Source: an optimization exercise on an open RTL-to-GDS flow (aim: small area, a short achievable clock period and few clock cycles). Production flows keep margins and buffers that such runs may drop. In this exercise RTL edits were held to simulation tests only and were not proved equivalent to the original. Power is estimated from default activity; no workload was simulated.

[flow/run.sh]
#!/bin/bash
# synth_recipe.tcl (not shown) runs the flow's synth.tcl, then flattens the netlist and writes it again
# the make line also repeats each setting of config.mk as NAME=value (left out here)
make -C /OpenROAD-flow-scripts/flow DESIGN_CONFIG=/design/flow/config.mk WORK_HOME=/design/flow/orfs CLKGATE_MAP_FILE= SYNTH_SCRIPT=/design/flow/synth_recipe.tcl finish
[flow/config.mk]
export PLATFORM = sky130hd
export DESIGN_NAME = queen_top
export DESIGN_NICKNAME = queen_top
export VERILOG_FILES = /design/flow/design.v
export SDC_FILE = /design/flow/constraint.sdc
export NUM_CORES = 4
export LEC_CHECK = 0
export ABC_AREA = 1
export CAP_MARGIN = 20
export CORE_MARGIN = 2
export CORE_UTILIZATION = 40
export CTS_BUF_LIST = sky130_fd_sc_hd__clkbuf_8
export SETUP_SLACK_MARGIN = 5
export SLEW_MARGIN = 20
[flow/constraint.sdc]
create_clock -name core_clock -period 8.0 [get_ports {clk}]
set_input_delay 1.6000 -clock core_clock [delete_from_list [all_inputs] [get_ports {clk}]]
set_output_delay 1.6000 -clock core_clock [all_outputs]
set_load 0.01 [all_outputs]
[flow/design.v]
package queen_pkg;
    localparam int MAX_BOARD = 16;
    typedef logic [$clog2(MAX_BOARD)-1:0] coord_t;
    typedef logic [MAX_BOARD-1:0] row_mask_t;
    typedef enum logic [2:0] {
        S_IDLE  = 3'd0,
        S_LOAD  = 3'd1,
        S_BUILD = 3'd2,
        S_PLACE = 3'd3,
        S_BACK  = 3'd4,
        S_EMIT  = 3'd5
    } search_state_t;
endpackage
`timescale 1ns/100ps
module queen_input #(
    parameter int BOARD_N = 12
) (
    input  logic                 in_valid,
    input  queen_pkg::coord_t    col,
    input  logic                 idle,
    input  logic                 accepting,
    output logic                 first_beat,
    output logic [BOARD_N-1:0]   col_we
);
    logic wr_en;
    assign wr_en      = in_valid && accepting;
    assign first_beat = in_valid && idle;
    always_comb begin
        for (int c = 0; c < BOARD_N; c++) begin
            col_we[c] = wr_en && (col == queen_pkg::coord_t'(c));
        end
    end
endmodule
`timescale 1ns/100ps
module queen_attack #(
    parameter int BOARD_N = 12,
    parameter int DW      = 2 * BOARD_N - 1,
    parameter int KILL_D  = 4               
) (
    input  logic [BOARD_N-1:0]   rq,
    input  logic [DW-1:0]        pq,
    input  logic [DW-1:0]        qq,
    input  logic [BOARD_N-1:0]   chk,          
    input  queen_pkg::coord_t    start_q,
    output logic [BOARD_N-1:0]   cand          
);
    logic [BOARD_N-1:0] fr [KILL_D+1];   
    logic [BOARD_N-1:0] kill;            
    always_comb begin
        for (int d = 0; d <= KILL_D; d++) begin
            for (int r = 0; r < BOARD_N; r++) begin
                fr[d][r] = !(rq[r] || pq[(r - d + DW) % DW] || qq[(r + d) % DW]);
            end
        end
    end
    logic [BOARD_N-1:0] pre [1:KILL_D];    
    logic [BOARD_N-1:0] suf [1:KILL_D];    
    always_comb begin
        for (int d = 1; d <= KILL_D; d++) begin
            pre[d][0] = fr[d][0];
            for (int i = 1; i < BOARD_N; i++) begin
                pre[d][i] = pre[d][i-1] || fr[d][i];
            end
            suf[d][BOARD_N-1] = fr[d][BOARD_N-1];
            for (int i = BOARD_N - 2; i >= 0; i--) begin
                suf[d][i] = suf[d][i+1] || fr[d][i];
            end
        end
    end
    always_comb begin
        logic left;
        kill = '0;
        for (int r = 0; r < BOARD_N; r++) begin
            for (int d = 1; d <= KILL_D; d++) begin
                left = 1'b0;
                if (r - d - 1 >= 0)      left = left || pre[d][r - d - 1];
                if (r + d + 1 < BOARD_N) left = left || suf[d][r + d + 1];
                for (int i = r - d + 1; i < r + d; i++) begin
                    if (i >= 0 && i < BOARD_N && i != r) left = left || fr[d][i];
                end
                if (chk[d] && !left) begin
                    kill[r] = 1'b1;
                end
            end
        end
    end
    always_comb begin
        for (int r = 0; r < BOARD_N; r++) begin
            cand[r] = fr[0][r] && !kill[r] && (queen_pkg::coord_t'(r) >= start_q);
        end
    end
endmodule
`timescale 1ns/100ps
module queen_search #(
    parameter int BOARD_N = 12,
    parameter int DW      = 2 * BOARD_N - 1
) (
    input  logic                     clk,
    input  logic                     rst_n,
    input  logic                     in_valid,
    input  queen_pkg::coord_t        row,
    input  logic                     first_beat,
    input  logic [BOARD_N-1:0]       col_we,
    input  logic [BOARD_N-1:0]       cand,
    output logic                     idle,
    output logic                     accepting,
    output logic [BOARD_N-1:0]       rq,
    output logic [DW-1:0]            pq,
    output logic [DW-1:0]            qq,
    output logic [BOARD_N-1:0]       chk,
    output queen_pkg::coord_t        start_q,
    output logic                     busy_d,
    output logic                     emit_d,
    output logic                     nosol_d,
    output queen_pkg::coord_t        head_row
);
    queen_pkg::search_state_t state_q;
    queen_pkg::search_state_t state_d;
    queen_pkg::coord_t        rw_q [BOARD_N];
    logic [BOARD_N-1:0]       fx_q;
    logic [BOARD_N-1:0]       vr_q;
    logic                     searching;
    logic                     emit;
    logic                     cur_fixed;
    logic [BOARD_N-1:0]       pick_oh;
    queen_pkg::coord_t        pick_row;
    logic                     fail;
    logic                     fwd;
    logic                     back;
    logic                     build_step;
    logic                     place;
    queen_pkg::coord_t        prev_row;
    logic [BOARD_N-1:0]       prev_oh;
    logic                     prev_fixed;
    logic                     conflict;
    logic                     last_col;
    logic                     first_col;
    logic [DW-1:0]            pq_back;
    logic [DW-1:0]            qq_back;
    logic [DW-1:0]            prev_oh_w;
    logic [DW-1:0]            add_w;
    logic                     beat;
    logic                     set_b;
    logic                     clr_b;
    assign idle      = (state_q == queen_pkg::S_IDLE);
    assign accepting = idle || (state_q == queen_pkg::S_LOAD);
    assign emit      = (state_q == queen_pkg::S_EMIT);
    assign searching = (state_q == queen_pkg::S_PLACE) || (state_q == queen_pkg::S_BACK);
    assign cur_fixed = fx_q[0];
    assign last_col  = !vr_q[1];
    assign first_col = vr_q[BOARD_N - 1];
    assign chk       = vr_q & ~fx_q;
    always_comb begin
        pick_oh  = '0;
        pick_row = '0;
        for (int r = BOARD_N - 1; r >= 0; r--) begin
            if (cand[r]) begin
                pick_oh     = '0;
                pick_oh[r]  = 1'b1;
                pick_row    = queen_pkg::coord_t'(r);
            end
        end
    end
    assign fail       = (state_q == queen_pkg::S_BACK) || (!cur_fixed && !(|cand));
    assign fwd        = (state_q == queen_pkg::S_PLACE) && !fail;
    assign place      = fwd && !cur_fixed;
    assign build_step = (state_q == queen_pkg::S_BUILD) ||
                        ((state_q == queen_pkg::S_LOAD) && !in_valid);
    assign back       = (searching && fail && !first_col) || build_step;
    assign prev_row   = rw_q[BOARD_N - 1];
    assign prev_fixed = fx_q[BOARD_N - 1];
    always_comb begin
        prev_oh = '0;
        for (int r = 0; r < BOARD_N; r++) begin
            prev_oh[r] = (prev_row == queen_pkg::coord_t'(r));
        end
    end
    assign prev_oh_w = DW'(prev_oh);
    assign add_w     = place ? DW'(pick_oh) : '0;
    assign pq_back  = {pq[0], pq[DW-1:1]};
    assign qq_back  = {qq[DW-2:0], qq[DW-1]};
    assign conflict = prev_fixed && (|(prev_oh & (rq | pq_back[BOARD_N-1:0] | qq_back[BOARD_N-1:0])));
    always_comb begin
        state_d = state_q;
        nosol_d = 1'b0;
        case (state_q)
            queen_pkg::S_IDLE: begin
                if (in_valid) begin
                    state_d = queen_pkg::S_LOAD;
                end
            end
            queen_pkg::S_LOAD: begin
                if (!in_valid) begin
                    state_d = queen_pkg::S_BUILD;
                end
            end
            queen_pkg::S_BUILD: begin
                if (conflict) begin
                    state_d = queen_pkg::S_IDLE;
                    nosol_d = 1'b1;
                end else if (vr_q[BOARD_N - 2]) begin
                    state_d = queen_pkg::S_PLACE;
                end
            end
            queen_pkg::S_PLACE, queen_pkg::S_BACK: begin
                if (fwd) begin
                    state_d = last_col ? queen_pkg::S_EMIT : queen_pkg::S_PLACE;
                end else if (first_col) begin
                    state_d = queen_pkg::S_IDLE;
                    nosol_d = 1'b1;
                end else begin
                    state_d = prev_fixed ? queen_pkg::S_BACK : queen_pkg::S_PLACE;
                end
            end
            queen_pkg::S_EMIT: begin
                if (vr_q[BOARD_N - 2]) begin
                    state_d = queen_pkg::S_IDLE;
                end
            end
            default: state_d = queen_pkg::S_IDLE;
        endcase
    end
    assign busy_d   = (state_d != queen_pkg::S_IDLE) || nosol_d;
    assign emit_d   = (state_d == queen_pkg::S_EMIT);
    assign head_row = rw_q[0];
    always_ff @(posedge clk or negedge rst_n) begin
        if (!rst_n) begin
            state_q <= queen_pkg::S_IDLE;
        end else begin
            state_q <= state_d;
        end
    end
    always_ff @(posedge clk) begin
        if (fwd) begin
            start_q <= '0;
        end else if (searching && !prev_fixed) begin
            start_q <= prev_row + queen_pkg::coord_t'(1);
        end else if (build_step) begin
            start_q <= '0;
        end
    end
    assign beat  = accepting && in_valid;
    assign set_b = build_step && prev_fixed;
    assign clr_b = !build_step && !prev_fixed;
    always_ff @(posedge clk) begin
        if (idle || beat) begin
            vr_q <= '0;
        end else if (fwd) begin
            vr_q <= {1'b0, vr_q[BOARD_N-1:1]};
        end else begin
            vr_q <= {vr_q[BOARD_N-2:0], 1'b1};
        end
    end
    always_ff @(posedge clk) begin
        if (idle || beat) begin
            rq <= '0;
            pq <= '0;
            qq <= '0;
        end else if (fwd) begin
            rq <= rq | add_w[BOARD_N-1:0];
            pq <= {pq[DW-2:0] | add_w[DW-2:0], pq[DW-1] | add_w[DW-1]};
            qq <= {qq[0] | add_w[0], qq[DW-1:1] | add_w[DW-1:1]};
        end else begin
            rq <= (rq & ~(clr_b ? prev_oh : '0)) | (set_b ? prev_oh : '0);
            pq <= (pq_back & ~(clr_b ? prev_oh_w : '0)) | (set_b ? prev_oh_w : '0);
            qq <= (qq_back & ~(clr_b ? prev_oh_w : '0)) | (set_b ? prev_oh_w : '0);
        end
    end
    always_ff @(posedge clk) begin
        if (beat) begin
            for (int c = 0; c < BOARD_N; c++) begin
                if (col_we[c]) begin
                    rw_q[c] <= row;
                    fx_q[c] <= 1'b1;
                end else if (first_beat) begin
                    fx_q[c] <= 1'b0;
                end
            end
        end else if (fwd || emit) begin
            for (int c = 0; c < BOARD_N - 1; c++) begin
                rw_q[c] <= rw_q[c + 1];
                fx_q[c] <= fx_q[c + 1];
            end
            rw_q[BOARD_N - 1] <= place ? pick_row : rw_q[0];
            fx_q[BOARD_N - 1] <= fx_q[0];
        end else begin
            for (int c = 1; c < BOARD_N; c++) begin
                rw_q[c] <= rw_q[c - 1];
                fx_q[c] <= fx_q[c - 1];
            end
            rw_q[0] <= rw_q[BOARD_N - 1];
            fx_q[0] <= fx_q[BOARD_N - 1];
        end
    end
endmodule
`timescale 1ns/100ps
module queen_output (
    input  logic                 clk,
    input  logic                 rst_n,
    input  logic                 busy_d,
    input  logic                 emit_d,
    input  logic                 nosol_d,
    input  queen_pkg::coord_t    head_row,
    output logic                 busy,
    output logic                 out_valid,
    output queen_pkg::coord_t    out,
    output logic                 no_solution
);
    always_ff @(posedge clk or negedge rst_n) begin
        if (!rst_n) begin
            busy        <= 1'b0;
            out_valid   <= 1'b0;
            no_solution <= 1'b0;
        end else begin
            busy        <= busy_d;
            out_valid   <= emit_d;
            no_solution <= nosol_d;
        end
    end
    assign out = out_valid ? head_row : '0;
endmodule
`timescale 1ns/100ps
module queen_top #(
    parameter int BOARD_N = 12
) (
    input  logic   clk,
    input  logic   rst_n,
    input  logic   in_valid,
    input  queen_pkg::coord_t row,
    input  queen_pkg::coord_t col,
    output logic   busy,
    output logic   out_valid,
    output queen_pkg::coord_t out,
    output logic   no_solution
);
    localparam int DW = 2 * BOARD_N - 1;
    logic                 idle;
    logic                 accepting;
    logic                 first_beat;
    logic [BOARD_N-1:0]   col_we;
    logic [BOARD_N-1:0]   cand;
    logic [BOARD_N-1:0]   rq;
    logic [DW-1:0]        pq;
    logic [DW-1:0]        qq;
    logic [BOARD_N-1:0]   chk;
    queen_pkg::coord_t    start_q;
    logic                 busy_d;
    logic                 emit_d;
    logic                 nosol_d;
    queen_pkg::coord_t    head_row;
    queen_input #(.BOARD_N(BOARD_N)) u_queen_input (
        .in_valid   (in_valid),
        .col        (col),
        .idle       (idle),
        .accepting  (accepting),
        .first_beat (first_beat),
        .col_we     (col_we)
    );
    queen_attack #(.BOARD_N(BOARD_N), .DW(DW)) u_queen_attack (
        .rq      (rq),
        .pq      (pq),
        .qq      (qq),
        .chk     (chk),
        .start_q (start_q),
        .cand    (cand)
    );
    queen_search #(.BOARD_N(BOARD_N), .DW(DW)) u_queen_search (
        .clk        (clk),
        .rst_n      (rst_n),
        .in_valid   (in_valid),
        .row        (row),
        .first_beat (first_beat),
        .col_we     (col_we),
        .cand       (cand),
        .idle       (idle),
        .accepting  (accepting),
        .rq         (rq),
        .pq         (pq),
        .qq         (qq),
        .chk        (chk),
        .start_q    (start_q),
        .busy_d     (busy_d),
        .emit_d     (emit_d),
        .nosol_d    (nosol_d),
        .head_row   (head_row)
    );
    queen_output u_queen_output (
        .clk         (clk),
        .rst_n       (rst_n),
        .busy_d      (busy_d),
        .emit_d      (emit_d),
        .nosol_d     (nosol_d),
        .head_row    (head_row),
        .busy        (busy),
        .out_valid   (out_valid),
        .out         (out),
        .no_solution (no_solution)
    );
endmodule
==> summary.txt <==
- Total CTS buffers: 17
- Vias per Instance: 5.79
- Area of the multi-input gates: 0.00465 mm2
- Largest net degree at the start of global routing: 90
- Post-Syn Instances: 1250
- Syn nets: 1265
- Reg2reg path depth: 19
- Startpoint Class: flip-flop
- Worst-case hold path end point: u_queen_search.pq[17]
- Final setup vio count: 0
- Critical-path maximum fanout: 4
- Via count of the first global-routing pass: 8176
- Max-capacitance violation count: 0
- Cells on Worst Hold Path: 2
- Root Buffer: clkbuf_8
- Row count: 53
- Yosys warning total: 8
- Layout cells sized above 1: 18.3%
- Post-Route Skew: 12.9 ps
- GP Congestion: 1.01
- Top Ports: 18
- Filler Cell Count: 2176
- Post-route setup TNS: 0 ps
- Core Area: 0.0212 mm2
- Mean Syn Cell Area: 6.93 um2
- Wire length of the first global-routing pass: 46900 um
- Synth Register Bits: 140
- CP max stage cell: dfrtp_2
- Hold WC Path Type: reg2reg
- Pwr Density: 442 mW/mm2
- CP peak stage delay: 450 ps
- Die Width: 151 um
- Buffers on Ports: 17
- Drt first pass iters: 5
- Initial antenna violation count: 0
- Pleak: 4.32 nW
- Synth Cell Area: 0.00867 mm2
- Total number of vias: 8995
- RSZ-0062 raised after global routing: no
- Post-DP Area: 0.00897 mm2
- Routed wire length: 30500 um
- Number of nets in the layout: 1281
- DRC Markers: 0
- Post-layout min period: 2920 ps
- Worst-path clk slew: 80 ps
- CTS Sinks: 140
- F_max: 0.342 GHz
- Tightest Pin Transition: 743 ps
- FFs w/ async S/R, synth: 4.29%
- Critical Path AT: 1320 ps
- Fin. max-slew vios: 0
- RR Endpoint: u_queen_search.rw_q[11][1]
- Buf/Inv on CP: 2
- Global route overflow: 0
- Clk Latency, worst-skew pair: 450 ps
- Post-layout total power: 4.43 mW
- Peak supply drop: 0.180 mV
- R2r startpoint: u_queen_search.fx_q[4]
- Design area: 0.0100 mm2
- Worst path cell trace: nand2_1 -> inv_1 -> dlygate4sd2_1
- Hold_buf cts: 0
- Status: timing/DRC/antenna clean
- Setup Crit Path Kind: reg2out
- Die Footprint: 0.0229 mm2
- Initial DRC count: 922
- Min-delay src: u_queen_search.pq[16]
- Register Area: 0.00345 mm2
- HPWL Detailed: 21200 um
- Post-route ant nets: 0
- Clk buf depth: 2
- Worst reg-to-reg setup slack: 5100 ps
- Max transition margin: 50.4%
- Chip height: 151 um
- Critical path's top delay family: flip-flops
- TritonCTS clock tree: yes
- Crit. End Element: output pin
- Cell variety after synth: 44
- P&R area growth vs syn: 15.8%
- Required time worst endpoint: 6400 ps
- Initial cell density of the core: 41.0%
- Total GRT Usage: 27.0%
- Final hold vios: 0
- H-tree Lvls: 4
- Antenna Cells: 0
- Routed WL per cell: 19.6 um
- Top FF cell, synth: dfxtp_1
- Post-synthesis sequential area ratio: 39.6%
- Part of the cycle the worst path needs: 36.5%
- Number of flops mapped to enable cells by yosys: 60
==> worst register-to-register path, delay by kind of cell, from the launching register on <==
kind	cells	cell delay, ps
AND/OR/NAND/NOR	15	1660
flip-flops	1	440
buffers and inverters	3	300
AO/OA/AOI/OAI	1	230
==> Yosys cell counts (4+ instances only) <==
master,instances,area (um2)
buf_2,8,40.0
o21ai_1,43,215
nand3_2,19,190
clkbuf_1,26,97.6
buf_4,7,52.6
inv_2,45,169
nor2_2,14,87.6
buf_6,5,56.3
dfxtp_1,74,1480
a31oi_1,36,225
ha_1,4,50.1
nor4_1,5,31.3
o21ai_0,124,621
nand4_1,28,175
nand2_1,222,833
a21oi_1,71,355
edfxtp_1,60,1800
buf_1,4,15.0
nand2_2,7,43.8
dfrtp_1,6,150
inv_1,131,492
nor2_1,164,616
nor3_1,11,55.1
a211oi_1,9,67.6
nand3_1,95,475
==> layer usage <==
metal	GRT usage [%]	part of all wire (%)
met1	39.6	44
met2	39.3	43
met4	11.3	2.9
met3	4.34	10
met5	0	0
==> timing repair <==
item	4_1_cts	5_1_grt
pin swaps	3	19
buffers inserted	4	11
resized for setup	49	88
cloned	8	2
endpoints found under the setup margin	163	167
==> stage by stage <==
step	setup slack [ps]	utilization (%)	instances	hold slack, ps
6_report	5080	47.5	1554	460
5_1_grt	4990	47.5	1554	487
4_1_cts	4920	45.8	1541	461
3_5_place_dp	3550	42.4	1497	451
3_3_place_gp	3570	42.4	1497	447
2_1_floorplan	5090	-	1250	430
==> layout by cell type (no fill, tap or decap), drive strengths merged, types with 4 or more instances in the layout <==
| cell type | Yosys | routed |
|---|---|---|
| ha | 4 | 4 |
| o21ai | 170 | 170 |
| edfxtp | 60 | 60 |
| nand3 | 114 | 114 |
| dfrtp | 6 | 6 |
| dfxtp | 74 | 74 |
| or2 | 4 | 4 |
| a211oi | 9 | 9 |
| a21oi | 72 | 72 |
| nor2 | 180 | 180 |
| inv | 176 | 180 |
| clkinvlp | 0 | 5 |
| nand4 | 28 | 28 |
| nand2 | 232 | 236 |
| clkinv | 3 | 10 |
| buf | 24 | 20 |
| nor3 | 12 | 12 |
| nor4 | 5 | 5 |
| clkbuf | 26 | 19 |
| clkdlybuf4s50 | 0 | 11 |
| a31oi | 36 | 36 |
==> power by group <==
part | switching (mW) | total (mW) | internal [mW]
sequential | 0.259 | 1.40 | 1.14
clock | 0.292 | 0.567 | 0.275
combinational | 1.69 | 2.47 | 0.773
total | 2.25 | 4.43 | 2.19
==> layout make-up <==
type                    instances  share of cell area [%]
multi-input cells             885                    46.3
flip-flops and latches        140                    34.4
inverters                     179                    7.00
repair buffers                 40                    4.75
well taps                     275                    3.43
clock buffers                  17                    2.33
clock inverters                15                    1.48
repair inverters                3                   0.324
==> registers in the layout, summed over array words and instances (netlist names) <==
signal	cells
u_queen_search.rw_q	48
u_queen_search.pq	23
u_queen_search.qq	23
u_queen_search.fx_q	12
u_queen_search.rq	12
u_queen_search.vr_q	12
u_queen_search.start_q	4
u_queen_search.state_q	3
u_queen_output.busy	1
u_queen_output.no_solution	1
u_queen_output.out_valid	1
==> kinds of logic (layout without fill, tap and decap cells) <==
kind of cell | Yosys count | in the layout | synth area share [%]
AO/OA/AOI/OAI | 295 | 295 | 18.3
XOR/XNOR | 1 | 1 | 0.101
adder cells (fa/ha/maj) | 4 | 4 | 0.577
buffers and inverters | 229 | 254 | 10.8
flip-flops | 140 | 140 | 39.6
AND/OR/NAND/NOR | 581 | 585 | 30.6
==> worst max path at each step <==
stage,startpoint,end,slack [ps],depth (start not counted)
after floorplan,in_valid,u_queen_search.rw_q[10][0],5090,6
after global routing,u_queen_search.fx_q[4],u_queen_search.rw_q[11][1],4990,19
after global placement,u_queen_search.fx_q[2],u_queen_search.rw_q[2][1],3570,19
after detailed placement,u_queen_search.fx_q[2],u_queen_search.rw_q[2][1],3550,19
after CTS,u_queen_output.out_valid,out[3],4920,4
final,u_queen_output.out_valid,out[0],5080,3
Testbench counts, summed over its fixed seeds: cycles 28,695.

==> static timing again, ports no longer ideal <==
The flow's constraints put no driver on any port. The routed layout listed below was extracted and timed again, unchanged, in two steps.
Step 1 assumes that a clkbuf_16 drives the clock port and a buf_2 every other input.
Step 2, shift: input delay + t, output delay - t, t = (earliest + latest rising clock arrival at the registers) / 2. This alone moves slack from input paths to output paths.
Slacks: ideal ports / drivers / drivers and shift; pairs: ideal ports / drivers.
shift t [ns]: 0.489
setup slack, ns: 5.079 / 5.036 / 4.723
slew at the worst register clock pin (ns): 0.09 / 0.09
After both steps this run still meets setup and hold. The setup slack of this run moves by -0.043 ns with the drivers and by -0.356 ns with both steps.
